This is an optimization exercise on Yosys and OpenROAD, whose aim is small area, a short achievable clock period and few clock cycles per item, not a production implementation. For this run, only the layout was checked, not whether the RTL still works. Power figures rest on the tool's default switching activity, not on a simulated workload.

[design.v]
package pn_eval_pkg;
  localparam logic [1:0] OP_ADD = 2'b00;
  localparam logic [1:0] OP_SUB = 2'b01;
  localparam logic [1:0] OP_MUL = 2'b10;
  localparam logic [1:0] OP_RSV = 2'b11;
endpackage
module pn_alu #(
  parameter int DW = 30
) (
  input  logic [DW-1:0] x,
  input  logic [DW-1:0] m,
  input  logic [4:0]  w,
  input  logic        xc,
  output logic [DW-1:0] res
);
  logic one0, two0, neg0, one1, two1, neg1;
  logic [DW-1:0] pp0, pp1, row1, s, c, cv;
  logic [DW:0] sum;
  always_comb begin
    one0 = w[1] ^ w[0];
    two0 = (w[2] & ~w[1] & ~w[0]) | (~w[2] & w[1] & w[0]);
    neg0 = w[2];
    one1 = w[3] ^ w[2];
    two1 = (w[4] & ~w[3] & ~w[2]) | (~w[4] & w[3] & w[2]);
    neg1 = w[4];
    pp0 = (({DW{one0}} & m) | ({DW{two0}} & {m[DW-2:0], 1'b0})) ^ {DW{neg0}};
    pp1 = (({DW{one1}} & m) | ({DW{two1}} & {m[DW-2:0], 1'b0})) ^ {DW{neg1}};
    row1 = {pp1[DW-3:0], neg1, neg1};
    s = x ^ pp0 ^ row1;
    c = (x & pp0) | (x & row1) | (pp0 & row1);
    cv = {c[DW-2:0], neg0 | xc};
    sum = {s, 1'b1} + {cv, neg1};
    res = sum[DW:1];
  end
endmodule
module pn_eval #(
  parameter int DATA_W = 3,
  parameter int OUT_W = 64,
  parameter int MAX_LEN = 20
) (
  input  logic              clk,
  input  logic              rst,
  input  logic              in_valid,
  input  logic [DATA_W-1:0] in,
  input  logic              operator,
  input  logic              mode,
  output logic              out_valid,
  output logic [OUT_W-1:0]  out,
  output logic              err
);
  localparam int VD = 9;    
  localparam int PD = 9;    
  localparam int DW = 30;
  logic active_q, ended_q, ov_q, err_q, errA_q, errF_q, mode_q;
  logic in_iv_q, in_op_q, in_first_q;
  logic [2:0] in_v_q;
  logic [4:0] cnt_q, lvl_q;
  logic [4:0] wc_q, rc_q;
  logic [19:0][3:0] buf_q;
  logic first, ended_now, a_err, fe, fe_cur;
  logic [4:0] a_lvl, a_cnt, n_lvl, n_cnt;
  assign first = in_valid & ~active_q;
  assign ended_now = active_q & ~ended_q & ~in_valid;
  always_comb begin
    a_lvl = in_first_q ? (mode_q ? 5'd0 : 5'd1) : lvl_q;
    a_cnt = in_first_q ? 5'd0 : cnt_q;
    a_err = in_first_q ? 1'b0 : errA_q;
    n_lvl = a_lvl;
    n_cnt = a_cnt;
    if (in_iv_q) begin
      if (a_cnt == 5'd20) a_err = 1'b1;
      n_cnt = a_cnt == 5'd20 ? a_cnt : a_cnt + 5'd1;
      if (in_op_q) begin
        if (in_v_q[1:0] == pn_eval_pkg::OP_RSV) a_err = 1'b1;
        if (mode_q) begin
          if (a_lvl < 5'd2) a_err = 1'b1;
          n_lvl = a_lvl - 5'd1;
        end else begin
          if (a_lvl == 5'd0) a_err = 1'b1;
          n_lvl = a_lvl + 5'd1;
        end
      end else begin
        if (mode_q) n_lvl = a_lvl + 5'd1;
        else begin
          if (a_lvl == 5'd0) a_err = 1'b1;
          n_lvl = a_lvl - 5'd1;
        end
      end
      if (mode_q) begin
        if ({1'b0, a_cnt} + {1'b0, n_lvl} > 6'd20) a_err = 1'b1;
      end else begin
        if ({1'b0, a_cnt} + {1'b0, n_lvl} > 6'd19) a_err = 1'b1;
      end
    end
    fe = a_err | (mode_q ? n_lvl != 5'd1 : n_lvl != 5'd0);
    fe_cur = ended_q ? errF_q : fe;
  end
  logic ctv_q, ct_op_q;
  logic [2:0] ct_v_q;
  logic [DW-1:0] r_q;
  logic rv_q, rs_q;
  logic [VD-1:0][DW-1:0] v_q;
  logic [VD-1:0] vs_q;
  logic [PD-1:0] pv_q, pl_q;
  logic [PD-1:0][1:0] po_q;
  logic pend_q, mb_q;
  logic [16:0] q_q;
  logic [DW-1:0] t, x, m, res;
  logic [4:0] w;
  logic xc;
  logic do_tok, do_pend, cfg_tr, cfg_rv, consume, load, avail;
  logic [1:0] op;
  logic fr4, fq, swapq, single;
  logic fin_ok, fin_err, idle_next;
  logic [DW-1:0] r_d;
  logic rv_d, rs_d;
  logic [VD-1:0][DW-1:0] v_d;
  logic [VD-1:0] vs_d;
  logic [PD-1:0] pv_d, pl_d;
  logic [PD-1:0][1:0] po_d;
  logic pend_d, mb_d, ctv_d;
  logic [16:0] q_d;
  assign t = v_q[0];
  pn_alu #(.DW(DW)) u_alu (.x(x), .m(m), .w(w), .xc(xc), .res(res));
  always_comb begin
    do_pend = ~mb_q & pend_q;
    do_tok = ~mb_q & ~pend_q & ctv_q;
    cfg_tr = do_pend | (do_tok & mode_q & ct_op_q);
    cfg_rv = do_tok & ~mode_q & ~ct_op_q & pv_q[0] & pl_q[0];
    op = cfg_tr & ~do_pend ? ct_v_q[1:0] : po_q[0];
    fr4 = r_q[DW-1:3] == '0 || r_q[DW-1:3] == '1;
    single = rs_q | vs_q[0] | fr4;
    swapq = ((t[DW-1:7] == '0 || t[DW-1:7] == '1) && !(r_q[DW-1:7] == '0 || r_q[DW-1:7] == '1)) ||
            ((t[DW-1:11] == '0 || t[DW-1:11] == '1) && !(r_q[DW-1:11] == '0 || r_q[DW-1:11] == '1)) ||
            ((t[DW-1:15] == '0 || t[DW-1:15] == '1) && !(r_q[DW-1:15] == '0 || r_q[DW-1:15] == '1));
    fq = q_q[16:4] == '0 || q_q[16:4] == '1;
    x = '0;
    m = r_q;
    w = 5'b00010;
    xc = 1'b0;
    if (mb_q) begin
      x = r_q;
      m = t;
      w = q_q[4:0];
    end else if (cfg_tr) begin
      if (op == pn_eval_pkg::OP_MUL) begin
        if (vs_q[0] & ~rs_q) begin
          m = r_q;
          w = {t[3:0], 1'b0};
        end else begin
          m = t;
          w = {r_q[3:0], 1'b0};
        end
      end else begin
        x = t;
        w = op == pn_eval_pkg::OP_SUB ? 5'b11110 : 5'b00010;
      end
    end else begin
      if (op == pn_eval_pkg::OP_MUL) w = {1'b0, ct_v_q, 1'b0};
      else if (op == pn_eval_pkg::OP_SUB) begin
        x = {{(DW-3){1'b1}}, ~ct_v_q};
        xc = 1'b1;
      end else x = {{(DW-3){1'b0}}, ct_v_q};
    end
    r_d = r_q;
    rv_d = rv_q;
    rs_d = rs_q;
    v_d = v_q;
    vs_d = vs_q;
    pv_d = pv_q;
    pl_d = pl_q;
    po_d = po_q;
    pend_d = pend_q;
    mb_d = mb_q;
    q_d = q_q;
    consume = do_tok;
    begin : core
      logic pop_v, push_v, pop_p, land;
      pop_v = 1'b0;
      push_v = 1'b0;
      pop_p = 1'b0;
      land = 1'b0;
      if (mb_q) begin
        r_d = res;
        rs_d = 1'b0;
        v_d[0] = {t[DW-5:0], 4'b0};
        q_d = {{4{q_q[16]}}, q_q[16:4]};
        if (fq) begin
          mb_d = 1'b0;
          pop_v = 1'b1;
          if (!mode_q) land = 1'b1;
        end
      end else if (cfg_tr) begin
        if (op != pn_eval_pkg::OP_MUL || single) begin
          r_d = res;
          rs_d = 1'b0;
          pop_v = 1'b1;
          if (do_pend) land = 1'b1;
        end else begin
          r_d = '0;
          rs_d = 1'b0;
          mb_d = 1'b1;
          q_d = swapq ? {t[15:0], 1'b0} : {r_q[15:0], 1'b0};
          v_d[0] = swapq ? r_q : t;
        end
      end else if (do_tok) begin
        if (mode_q) begin
          push_v = rv_q;
          r_d = {{(DW-3){1'b0}}, ct_v_q};
          rs_d = 1'b1;
          rv_d = 1'b1;
        end else if (ct_op_q) begin
          for (int i = PD - 1; i > 0; i--) begin
            pv_d[i] = pv_q[i-1];
            pl_d[i] = pl_q[i-1];
            po_d[i] = po_q[i-1];
          end
          pv_d[0] = 1'b1;
          pl_d[0] = 1'b0;
          po_d[0] = ct_v_q[1:0];
        end else if (pv_q[0] & pl_q[0]) begin
          r_d = res;
          rs_d = 1'b0;
          land = 1'b1;
        end else begin
          push_v = rv_q & pv_q[0];
          r_d = {{(DW-3){1'b0}}, ct_v_q};
          rs_d = 1'b1;
          rv_d = 1'b1;
          pl_d[0] = 1'b1;
        end
      end
      if (pop_v) begin
        for (int i = 0; i < VD - 1; i++) begin
          v_d[i] = v_q[i+1];
          vs_d[i] = vs_q[i+1];
        end
      end
      if (push_v) begin
        for (int i = VD - 1; i > 0; i--) begin
          v_d[i] = v_q[i-1];
          vs_d[i] = vs_q[i-1];
        end
        v_d[0] = r_q;
        vs_d[0] = rs_q;
      end
      if (land) begin
        for (int i = 0; i < PD - 1; i++) begin
          pv_d[i] = pv_q[i+1];
          pl_d[i] = pl_q[i+1];
          po_d[i] = po_q[i+1];
        end
        pv_d[PD-1] = 1'b0;
        pl_d[PD-1] = 1'b0;
        pend_d = pv_q[1] & pl_q[1];
        pl_d[0] = pv_q[1];
      end
    end
    avail = rc_q < wc_q || (rc_q == wc_q && in_valid && wc_q != 5'd20);
    load = (~ctv_q | consume) & avail;
    ctv_d = load | (ctv_q & ~consume);
    idle_next = ~ctv_d & ~pend_d & ~mb_d & ~(rc_q + 5'(load) < wc_q);
    fin_ok = active_q & ~ov_q & (ended_now | ended_q) & ~fe_cur & idle_next;
    fin_err = active_q & ~ov_q & ended_q & errF_q;
    if (fin_err) r_d = '0;
  end
  always_ff @(posedge clk) begin
    r_q <= r_d;
    v_q <= v_d;
    vs_q <= vs_d;
    q_q <= q_d;
    po_q <= po_d;
    rs_q <= rs_d;
    if (wc_q != 5'd20) buf_q[wc_q] <= {operator, in};
    if (load) begin
      {ct_op_q, ct_v_q} <= rc_q < wc_q ? buf_q[rc_q] : {operator, in};
    end
    in_op_q <= operator;
    in_v_q <= in;
    if (first) mode_q <= mode;
    if (in_iv_q) begin
      lvl_q <= n_lvl;
      cnt_q <= n_cnt;
    end
    err_q <= fin_err;
    if (rst || ov_q) begin
      active_q <= 1'b0;
      ended_q <= 1'b0;
      ov_q <= 1'b0;
      errA_q <= 1'b0;
      errF_q <= 1'b0;
      in_iv_q <= 1'b0;
      in_first_q <= 1'b0;
      wc_q <= '0;
      rc_q <= '0;
      ctv_q <= 1'b0;
      rv_q <= 1'b0;
      pv_q <= '0;
      pl_q <= '0;
      pend_q <= 1'b0;
      mb_q <= 1'b0;
    end else begin
      active_q <= active_q | in_valid;
      if (ended_now) begin
        ended_q <= 1'b1;
        errF_q <= fe;
      end
      ov_q <= fin_ok | fin_err;
      errA_q <= a_err;
      in_iv_q <= in_valid;
      in_first_q <= first;
      if (in_valid && wc_q != 5'd20) wc_q <= wc_q + 5'd1;
      rc_q <= rc_q + 5'(load);
      ctv_q <= ctv_d;
      rv_q <= rv_d;
      pv_q <= pv_d;
      pl_q <= pl_d;
      pend_q <= pend_d;
      mb_q <= mb_d;
    end
  end
  assign out_valid = ov_q;
  assign err = err_q;
  assign out = {{(OUT_W-DW){r_q[DW-1]}}, r_q};
endmodule
[config.mk]
export PLATFORM = sky130hd
export DESIGN_NAME = pn_eval
export DESIGN_NICKNAME = pn_eval
export VERILOG_FILES = /design/flow/design.v
export SDC_FILE = /design/flow/constraint.sdc
export NUM_CORES = 8
export LEC_CHECK = 0
export CAP_MARGIN = 20
export CORE_MARGIN = 2
export CORE_UTILIZATION = 40
export SETUP_SLACK_MARGIN = 1.0
export SLEW_MARGIN = 20
[constraint.sdc]
create_clock -name core_clock -period 16.0 [get_ports {clk}]
set_input_delay 3.2000 -clock core_clock [delete_from_list [all_inputs] [get_ports {clk}]]
set_output_delay 3.2000 -clock core_clock [all_outputs]
set_load 0.01 [all_outputs]
[run.sh]
#!/bin/bash
# synth_recipe.tcl (not shown) runs the flow's synth.tcl, then flattens the netlist and writes it again
# the make line also repeats each setting of config.mk as NAME=value (left out here)
make -C /OpenROAD-flow-scripts/flow DESIGN_CONFIG=/design/flow/config.mk WORK_HOME=/design/flow/orfs CLKGATE_MAP_FILE= SYNTH_SCRIPT=/design/flow/synth_recipe.tcl finish
==> reports/results.md <==
### Run status
- run status: timing/DRC/antenna clean

### Floorplan
- initial core utilization: 40.62%
- die footprint: 0.06921 mm2
- Die Y: 263.1 um
- count of standard-cell rows: 94
- DIE WIDTH: 263.1 um
- # IOs: 74
- Std-Cell Core Area: 0.06610 mm2

### Worst setup path
- kind of start point of the critical path: register
- slowest stage cell on the critical path: sky130_fd_sc_hd__nand3_1
- launch instance of the worst register-to-register path: mb_q$_SDFF_PP0_
- Data arrival, critical path: 7890 ps
- biggest cell delay along the critical path: 820 ps
- Max FO, Critical Path: 67
- CP startpoint: mb_q$_SDFF_PP0_
- count of cells along the worst register-to-register path: 23
- crit-path cells: buf_4 > clkinv_1 > nand3_1 > nand3_1 > nor2_1 > buf_4 > or3_4 > nand3_1 > o22ai_1 > a21oi_1 > fa_1 > inv_1 > ha_1 > and2_1 > nand3_1 > a21oi_1 > o2111ai_1 > a221o_1 > and3_2 > o21ai_2 > a311o_1 > a2111oi_2 > a211o_1
- nature of the critical path endpoint: register
- kind of critical path: reg2reg
- Crit path required time: 16500 ps
- cell with the most instances on the worst path: sky130_fd_sc_hd__nand3_1

### Synthesis
- most common cell in the netlist: sky130_fd_sc_hd__nand2_1
- post-synth top area cell: sky130_fd_sc_hd__edfxtp_1
- number of distinct standard cells referenced by the synthesized netlist: 76
- post-synthesis sequential area ratio: 51.27%
- Area contributors post-synth: sky130_fd_sc_hd__edfxtp_1 (46%), sky130_fd_sc_hd__nand2_1 (12%), sky130_fd_sc_hd__dfxtp_1 (5.5%)
- share of synthesized cell area in and, or, nand and nor gates: 17.76%
- fraction of synthesized cell area in xor and xnor cells: 2.838%
- post-synthesis instance area: 0.02685 mm2
- most frequent cells after synthesis: sky130_fd_sc_hd__nand2_1 (824), sky130_fd_sc_hd__edfxtp_1 (409), sky130_fd_sc_hd__nor2_1 (158)
- combinational family with the most area after synthesis: simple AND/OR/NAND/NOR gates
- fraction of the mapped netlist area in compound gates: 12.01%
- post-synthesis register bit count: 483
- Gate Count Post-Synth: 2722
- ys async rst share: 0%
- number of synthesized flops with an enable pin: 409
- number of warnings printed during yosys synthesis: 2
- total nets after synthesis: 2814
- area share of the leading cell type in the synthesized netlist: 45.75%
- multiplexer share of the synthesized area: 6.902%
- Primary FF master, synth: sky130_fd_sc_hd__edfxtp_1
- mean post-synth cell area: 9.863 um2
- post-synthesis adder-cell area fraction: 4.754%

### GRT
- pin count of the biggest net entering global routing: 162
- aggregate global routing overflow: 0
- GR Layer Usage met1: 27.67%
- GR met2 Demand/Resource: 27.77%
- vias in the first global route: 18934
- wire length of the first global-routing pass: 105100 um
- met3 layer usage reported by global route: 2.432%
- GRT Max-Usage Layer: met2
- total track usage: 18.41%
- number of antenna violations at the first check in global routing: 0

### Clocking
- TritonCTS clock tree: built
- total CTS buffers: 52
- CTS Root Cell: sky130_fd_sc_hd__clkbuf_16
- number of clock sinks: 483
- total number of H-tree levels: 2
- clock-pin slew on the worst setup and hold paths: 60 ps
- post-CTS repair timing setup buffer count: 0
- post_cts resized: 0
- clk buf depth: 3
- clock latency at the later pin of the worst-skew pair: 630 ps
- CTS Hold Buffers Added: 0

### STA
- final hold vios: 0
- actual slew at the worst max-slew pin: 1079 ps
- setup TNS: 0 ps
- RSZ-0062 raised after global routing: no
- highest clock rate: 135.3 MHz
- headroom to the max-slew limit: 27.41%
- final-report max-slew violation count: 0
- worst clock skew on the final layout: 26.63 ps
- Fin Hold WS: 434.3 ps
- # setup viols final: 0
- share of the cycle needed by the critical path after routing: 46.18%
- minimum period implied by the final worst setup slack: 7389 ps

### Power and ir drop
- sequential share of power: 35.0%
- Max VDD drop: 0.1016 mV
- power consumption: 5.321 mW
- LEAKAGE: 11.27 nW
- Logic pwr share: 42.8%
- switching power of the nets: 2.087 mW
- design internal power: 3.234 mW
- PwrDens: 178.9 mW/mm2
- clock network fraction of total power: 22.3%
- fraction of power spent switching nets: 39.22%

### Place
- cell area reported after detailed placement: 0.02807 mm2
- port bufs: 73
- weighted congestion at the end of routability-driven global placement: 0.8739
- detailed placer's ending HPWL: 43800 um

### Hold path
- hold crit path type: reg2reg
- Worst Hold Depth: 0
- startpoint of the most critical hold path: v_q[230]$_DFFE_PN_

### Drt
- via density per instance: 5.516
- WL per Instance: 18.24 um
- total length of routed wires: 65440 um
- post-route antenna net violation count: 0
- Pre-Repair DR Iteration Count: 5
- drt first-iter violations: 1972
- total via count in the routed design: 19790
- remaining design rule violation count: 0

### Cells and area
- number of fill cells in the layout: 6210
- share of final-layout standard cells stronger than drive strength 1: 8.443%
- n_diodes: 0
- Final Core Density: 45.00%
- synthesis-to-layout area growth: 10.79%
- number of nets in the finished design: 2779
- total non-filler cell area in the finished layout: 0.02974 mm2

### Run
- number of maximum-capacitance violations: 0

[path summary, 6_finish.rpt]
path,end,slack (ps)
setup / recovery,r_q[29]$_SDFFE_PP0P_,8610
hold reg to reg,v_q[260]$_DFFE_PP_,430
setup reg to reg,r_q[29]$_SDFFE_PP0P_,8610
hold / removal,v_q[260]$_DFFE_PP_,430
[per-layer routing]
layer / up-vias / part of all wire [%]
li1: 9550 / -
met1: 9615 / 49
met2: 537 / 43
met3: 88 / 5.3
met4: 0 / 2.1
met5: - / 0
[layout by cell type, fill, tap and decap left out, types with 19 or more instances in the layout]
cell	Yosys	final
sky130_fd_sc_hd__a21o_1	35	35
sky130_fd_sc_hd__a21oi_1	104	103
sky130_fd_sc_hd__a221oi_1	25	25
sky130_fd_sc_hd__a22oi_1	52	52
sky130_fd_sc_hd__buf_4	35	28
sky130_fd_sc_hd__clkbuf_16	0	53
sky130_fd_sc_hd__clkdlybuf4s50_1	0	73
sky130_fd_sc_hd__dfxtp_1	74	73
sky130_fd_sc_hd__edfxtp_1	409	409
sky130_fd_sc_hd__fa_1	30	30
sky130_fd_sc_hd__ha_1	54	54
sky130_fd_sc_hd__inv_1	85	84
sky130_fd_sc_hd__mux2_2	81	81
sky130_fd_sc_hd__mux2i_1	40	40
sky130_fd_sc_hd__mux4_2	24	24
sky130_fd_sc_hd__nand2_1	824	823
sky130_fd_sc_hd__nand3_1	31	31
sky130_fd_sc_hd__nand4_1	25	25
sky130_fd_sc_hd__nor2_1	158	156
sky130_fd_sc_hd__nor2b_1	20	20
sky130_fd_sc_hd__nor3_1	19	19
sky130_fd_sc_hd__nor4_1	20	20
sky130_fd_sc_hd__o21ai_0	76	76
sky130_fd_sc_hd__o22ai_1	84	82
sky130_fd_sc_hd__xnor2_1	68	68
sky130_fd_sc_hd__xor2_1	19	19
[layout make-up]
cell class              instances  area (um2)  share of cell area [%]
clock buffers                  69        1406                   4.728
clock inverters                22       262.8                  0.8834
well taps                     864        1081                   3.635
inverters                      89       341.6                   1.148
flip-flops and latches        483       13760                   46.28
multi-input cells            1959       11930                   40.10
repair buffers                102       960.9                   3.231
[metrics by stage]
stage          setup WS, ps  std cells
2_1_floorplan          8073       2722
5_1_grt                8122       3588
3_5_place_dp           8688       3497
6_report               8611       3588
3_3_place_gp           8786       3497
4_1_cts                8707       3588
[critical path, delay by kind of cell (launching register included)]
| kind | cells | cell delay, ps |
|---|---|---|
| fa+ha+maj | 2 | 920 |
| flops | 1 | 310 |
| compound gates | 9 | 2070 |
| simple gates | 8 | 2410 |
| buf+inv | 4 | 1540 |
[power groups by stage]
stage	registers [mW]	logic (mW)	clock network (mW)
after global placement	1.87	2.25	0
after floorplan	1.82	1.68	0
after CTS	1.85	2.27	1.22
after detailed placement	1.88	2.26	0
final	1.86	2.27	1.18
after global routing	1.88	2.54	1.26
[cell families after synthesis]
kind of cell	after synthesis
compound gates	485
xor+xnor	87
fa+ha+maj	84
buf+inv	280
flops	483
mux	145
simple gates	1158
[state kept, by name, summed over array words and instances (netlist names), 3 cells and up]
register and count:
vs_q 9, buf_q 80, ct_v_q 3, pl_q 9
po_q 18, rc_q 5, r_q 30, v_q 270
lvl_q 5, wc_q 5, cnt_q 5, q_q 17
pv_q 9

## what the ideal ports hide
The results above use ideal ports. As a check the final layout listed here was re-extracted and re-timed, cells and wires unchanged.
Step 1 (the two cells are an assumption about what drives the block):
set clk [get_ports {clk}]
set_driving_cell -lib_cell sky130_fd_sc_hd__clkbuf_16 $clk
set_driving_cell -lib_cell sky130_fd_sc_hd__buf_2 [delete_from_list [all_inputs] $clk]
Step 2, shift: input delay + t, output delay - t, t = (earliest + latest rising clock arrival at the registers) / 2. This alone moves slack from input paths to output paths.
a / b / c = ideal / step 1 / step 2; a / b = the first two.
t, ns: 0.670
setup slack, ns: 8.611 / 8.611 / 8.611
slew at the worst register clock pin (ns): 0.07 / 0.07
worst slew at a driven data input, ns: 0.05
cell pins on the clock port's net: 1
After both steps setup and hold are still met in this run. For this run, drivers alone change the setup slack by 0.000 ns; drivers and shift together by 0.000 ns.
